Context: an optimization exercise on an open-source flow, tuned for small area, a short achievable clock period and few clock cycles. The choices shown serve that exercise and are no tape-out recipe.
Power figures rest on the tool's default switching activity, not on a simulated workload.

Setup of the baseline:
==> flow/design.v <==
`timescale 1ns/1ns
`default_nettype none
package cache_pkg;
	typedef logic [32-1:0]  word_t;
	typedef logic [30-1:0] paddr_t;    
	typedef logic [28-1:0] laddr_t;    
	typedef logic [128-1:0]  line_t;     
	typedef logic [26-1:0]    tag_t;
	typedef logic [2-1:0]  index_t;
	typedef logic [2-1:0] offset_t;
	typedef logic way_t;
	typedef enum logic [1:0] {
		ST_READY     = 2'd0,    
		ST_WRITEBACK = 2'd1,    
		ST_REFILL    = 2'd2     
	} cache_state_e;
endpackage
`default_nettype wire
`timescale 1ns/1ns
`default_nettype none
module cache_top (
	input  wire         clk,
	input  wire         rst_n,
	input  wire         i_proc_read,
	input  wire         i_proc_write,
	input  wire [30-1:0] i_proc_addr,
	input  wire [32-1:0]  i_proc_wdata,
	output logic [32-1:0]       o_proc_rdata,
	output logic        o_proc_stall,
	output logic        o_mem_read,
	output logic        o_mem_write,
	output logic [28-1:0]      o_mem_addr,
	output logic [128-1:0]       o_mem_wdata,
	input  wire [128-1:0]  i_mem_rdata,
	input  wire         i_mem_ready
);
	logic        valid;
	logic        dirty;    
	logic [28-1:0] tag;    
	logic [128-1:0]  line;
	logic        done;     
	logic        pend;     
	logic        rd;       
	logic        wb;       
	logic [32-1:0] rdata;
	logic [28-1:0] laddr;
	logic [2-1:0] off;
	logic        req;
	logic        fresh;
	logic        hit;
	logic        rd_ready;
	logic        dirty_eff;
	logic        dirty_nxt;
	logic        port_free;
	logic        load_tag;
	logic        start_rd;
	logic        start_wb;
	logic [4-1:0] wen;
	logic [4-1:0] wsel;    
	logic [128-1:0]  line_nxt;
	logic [28-1:0] tag_nxt;
	logic [32-1:0] mem_word;
	logic [32-1:0] line_word;
	assign laddr = i_proc_addr[30-1:2];
	assign off   = i_proc_addr[2-1:0];
	assign req   = i_proc_read | i_proc_write;
	assign fresh = ~done & ~pend;
	assign hit   = valid & (tag == laddr);
	assign rd_ready = rd & i_mem_ready;
	assign dirty_eff = dirty & ~(wb & i_mem_ready);
	assign dirty_nxt = dirty_eff | (i_proc_write & (done | rd_ready | (fresh & hit)));
	assign port_free = ~((wb | rd) & ~i_mem_ready);
	assign load_tag  = ((fresh & req) | (pend & ~rd)) & port_free & ~dirty_eff;
	assign start_rd  = load_tag & ~(fresh & hit);
	assign start_wb  = port_free & dirty_nxt;
	always_comb begin
		mem_word  = '0;
		line_word = '0;
		for (int k = 0; k < 4; k++) begin
			wen[k] = done & wsel[k];
			if (off == k) begin
				mem_word  = i_mem_rdata[k*32 +: 32];
				line_word = line[k*32 +: 32];
			end
		end
	end
	assign o_proc_stall = ~done;
	assign o_proc_rdata = rdata;
	assign o_mem_read   = rd;
	assign o_mem_write  = wb;
	assign o_mem_addr   = tag;
	assign o_mem_wdata  = line;
	always_ff @(posedge clk or negedge rst_n) begin
		if (!rst_n) begin
			valid <= 1'b0;
			dirty <= 1'b0;
			done  <= 1'b0;
			pend  <= 1'b0;
			rd    <= 1'b0;
			wb    <= 1'b0;
		end else begin
			dirty <= dirty_nxt;
			done  <= (fresh & req & hit) | rd_ready;
			pend  <= ((fresh & req & ~hit) | pend) & ~rd_ready;
			rd    <= (rd & ~i_mem_ready) | start_rd;
			wb    <= (wb & ~i_mem_ready) | start_wb;
			if (rd_ready)
				valid <= 1'b1;
		end
	end
	always_comb begin
		for (int k = 0; k < 4; k++)
			line_nxt[k*32 +: 32] =
				({32{rd}} & i_mem_rdata[k*32 +: 32]) |
				({32{wen[k]}} & i_proc_wdata) |
				({32{~rd & ~wen[k]}} & line[k*32 +: 32]);
		tag_nxt = ({28{load_tag}} & laddr) | ({28{~load_tag}} & tag);
	end
	always_ff @(posedge clk) begin
		tag  <= tag_nxt;
		for (int k = 0; k < 4; k++)
			wsel[k] <= i_proc_write & (off == k);
		line <= line_nxt;
		rdata <= '1;
		if (i_proc_read & ~done)
			rdata <= rd ? mem_word : line_word;    
	end
endmodule
`default_nettype wire
==> flow/config.mk <==
export PLATFORM = sky130hd
export DESIGN_NAME = cache_top
export DESIGN_NICKNAME = cache_top
export VERILOG_FILES = /design/flow/design.v
export SDC_FILE = /design/flow/constraint.sdc
export NUM_CORES = 4
export LEC_CHECK = 0
export ABC_CLOCK_PERIOD_IN_PS = 2500
export CAP_MARGIN = 20
export CORE_MARGIN = 2
export CORE_UTILIZATION = 40
export SLEW_MARGIN = 20
==> flow/constraint.sdc <==
create_clock -name core_clock -period 8.0 [get_ports {clk}]
set_input_delay 1.6000 -clock core_clock [delete_from_list [all_inputs] [get_ports {clk}]]
set_output_delay 1.6000 -clock core_clock [all_outputs]
set_load 0.01 [all_outputs]
standard.sh (not shown) runs the stock make flow with config.mk's settings and CLKGATE_MAP_FILE= SYNTH_SCRIPT=/design/flow/synth_recipe.tcl, a recipe that flattens the netlist after the stock synthesis.
==> flow/flow/run.sh <==
#!/bin/bash
# The standard layout, with the port buffers made of the smallest buffer cell and
# timing repair aiming for extra setup slack
set -euo pipefail
export BUFFER_PORTS_ARGS="-buffer_cell sky130_fd_sc_hd__buf_1"
export SETUP_SLACK_MARGIN=5.3
bash standard.sh > standard_flow.log 2>&1
For the candidate, these inputs were changed with respect to the baseline:
-- flow/design.v --
<<< the baseline, line 112
		for (int k = 0; k < 4; k++)
			line_nxt[k*32 +: 32] =
				({32{rd}} & i_mem_rdata[k*32 +: 32]) |
				({32{wen[k]}} & i_proc_wdata) |
				({32{~rd & ~wen[k]}} & line[k*32 +: 32]);
		tag_nxt = ({28{load_tag}} & laddr) | ({28{~load_tag}} & tag);
	end
	always_ff @(posedge clk) begin
>>> the candidate, line 112
		for (int k = 0; k < 4; k++)
			line_nxt[k*32 +: 32] =
				({32{rd_ready}} & i_mem_rdata[k*32 +: 32]) |
				({32{wen[k]}} & i_proc_wdata) |
				({32{~rd_ready & ~wen[k]}} & line[k*32 +: 32]);
		tag_nxt = tag ^ ({28{load_tag}} & (laddr ^ tag));
	end
	always_ff @(posedge clk) begin
<<< the baseline, line 124
		rdata <= '1;
		if (i_proc_read & ~done)
			rdata <= rd ? mem_word : line_word;    
	end
endmodule
>>> the candidate, line 124
		rdata <= '1;
		if (i_proc_read & ~done)
			rdata <= rd_ready ? mem_word : line_word;
	end
endmodule
Results
Against the baseline, power consumption in the candidate came out better. Against the baseline, the candidate reports a average cell area after synthesis that is lower. Going from the baseline to the candidate, routing usage on met1 went up, number of placed instances with taps included went up. Final design instance area without fill shrinks slightly when moving from the baseline to the candidate. Delta(global-route wire length before repair, the candidate - the baseline) > 0. Taking the baseline as the reference, in the candidate area taken by multi-input logic gates went down 4.7%; longest individual stage delay on the worst path went up 0.05 ns. Side by side, post-CTS setup-driven buffer insertion count turned out lower in the candidate than in the baseline.
No run of this note included a check of the RTL's function; only the layout flow was run.

==> re-timing with driven ports <==
The results above use ideal ports. As a check the final layouts listed here were re-extracted and re-timed, cells and wires unchanged. Step 1 sets driving cells, clkbuf_16 on the clock port and buf_2 on the other inputs (assumed; they add their load-dependent delay and slew). Step 2 adds t to the input delays and takes it off the output delays; t is the mean of the earliest and latest rising clock arrival at the registers after step 1. Input paths then give back, and output paths get back, about the clock's delay inside the block. a / b / c = ideal ports / drivers / drivers and shift; a / b = the first two.
run | t, ns | slack for setup (ns) | worst slew at a driven data input, ns
the baseline | 0.484 | 5.313 / 5.282 / 4.826 | 0.08
the candidate | 0.483 | 5.212 / 5.226 / 4.743 | 0.08
After both steps every run listed still meets setup and hold. The setup slack of the baseline, which loses most, moves by -0.031 ns with the drivers and by -0.487 ns with both steps.
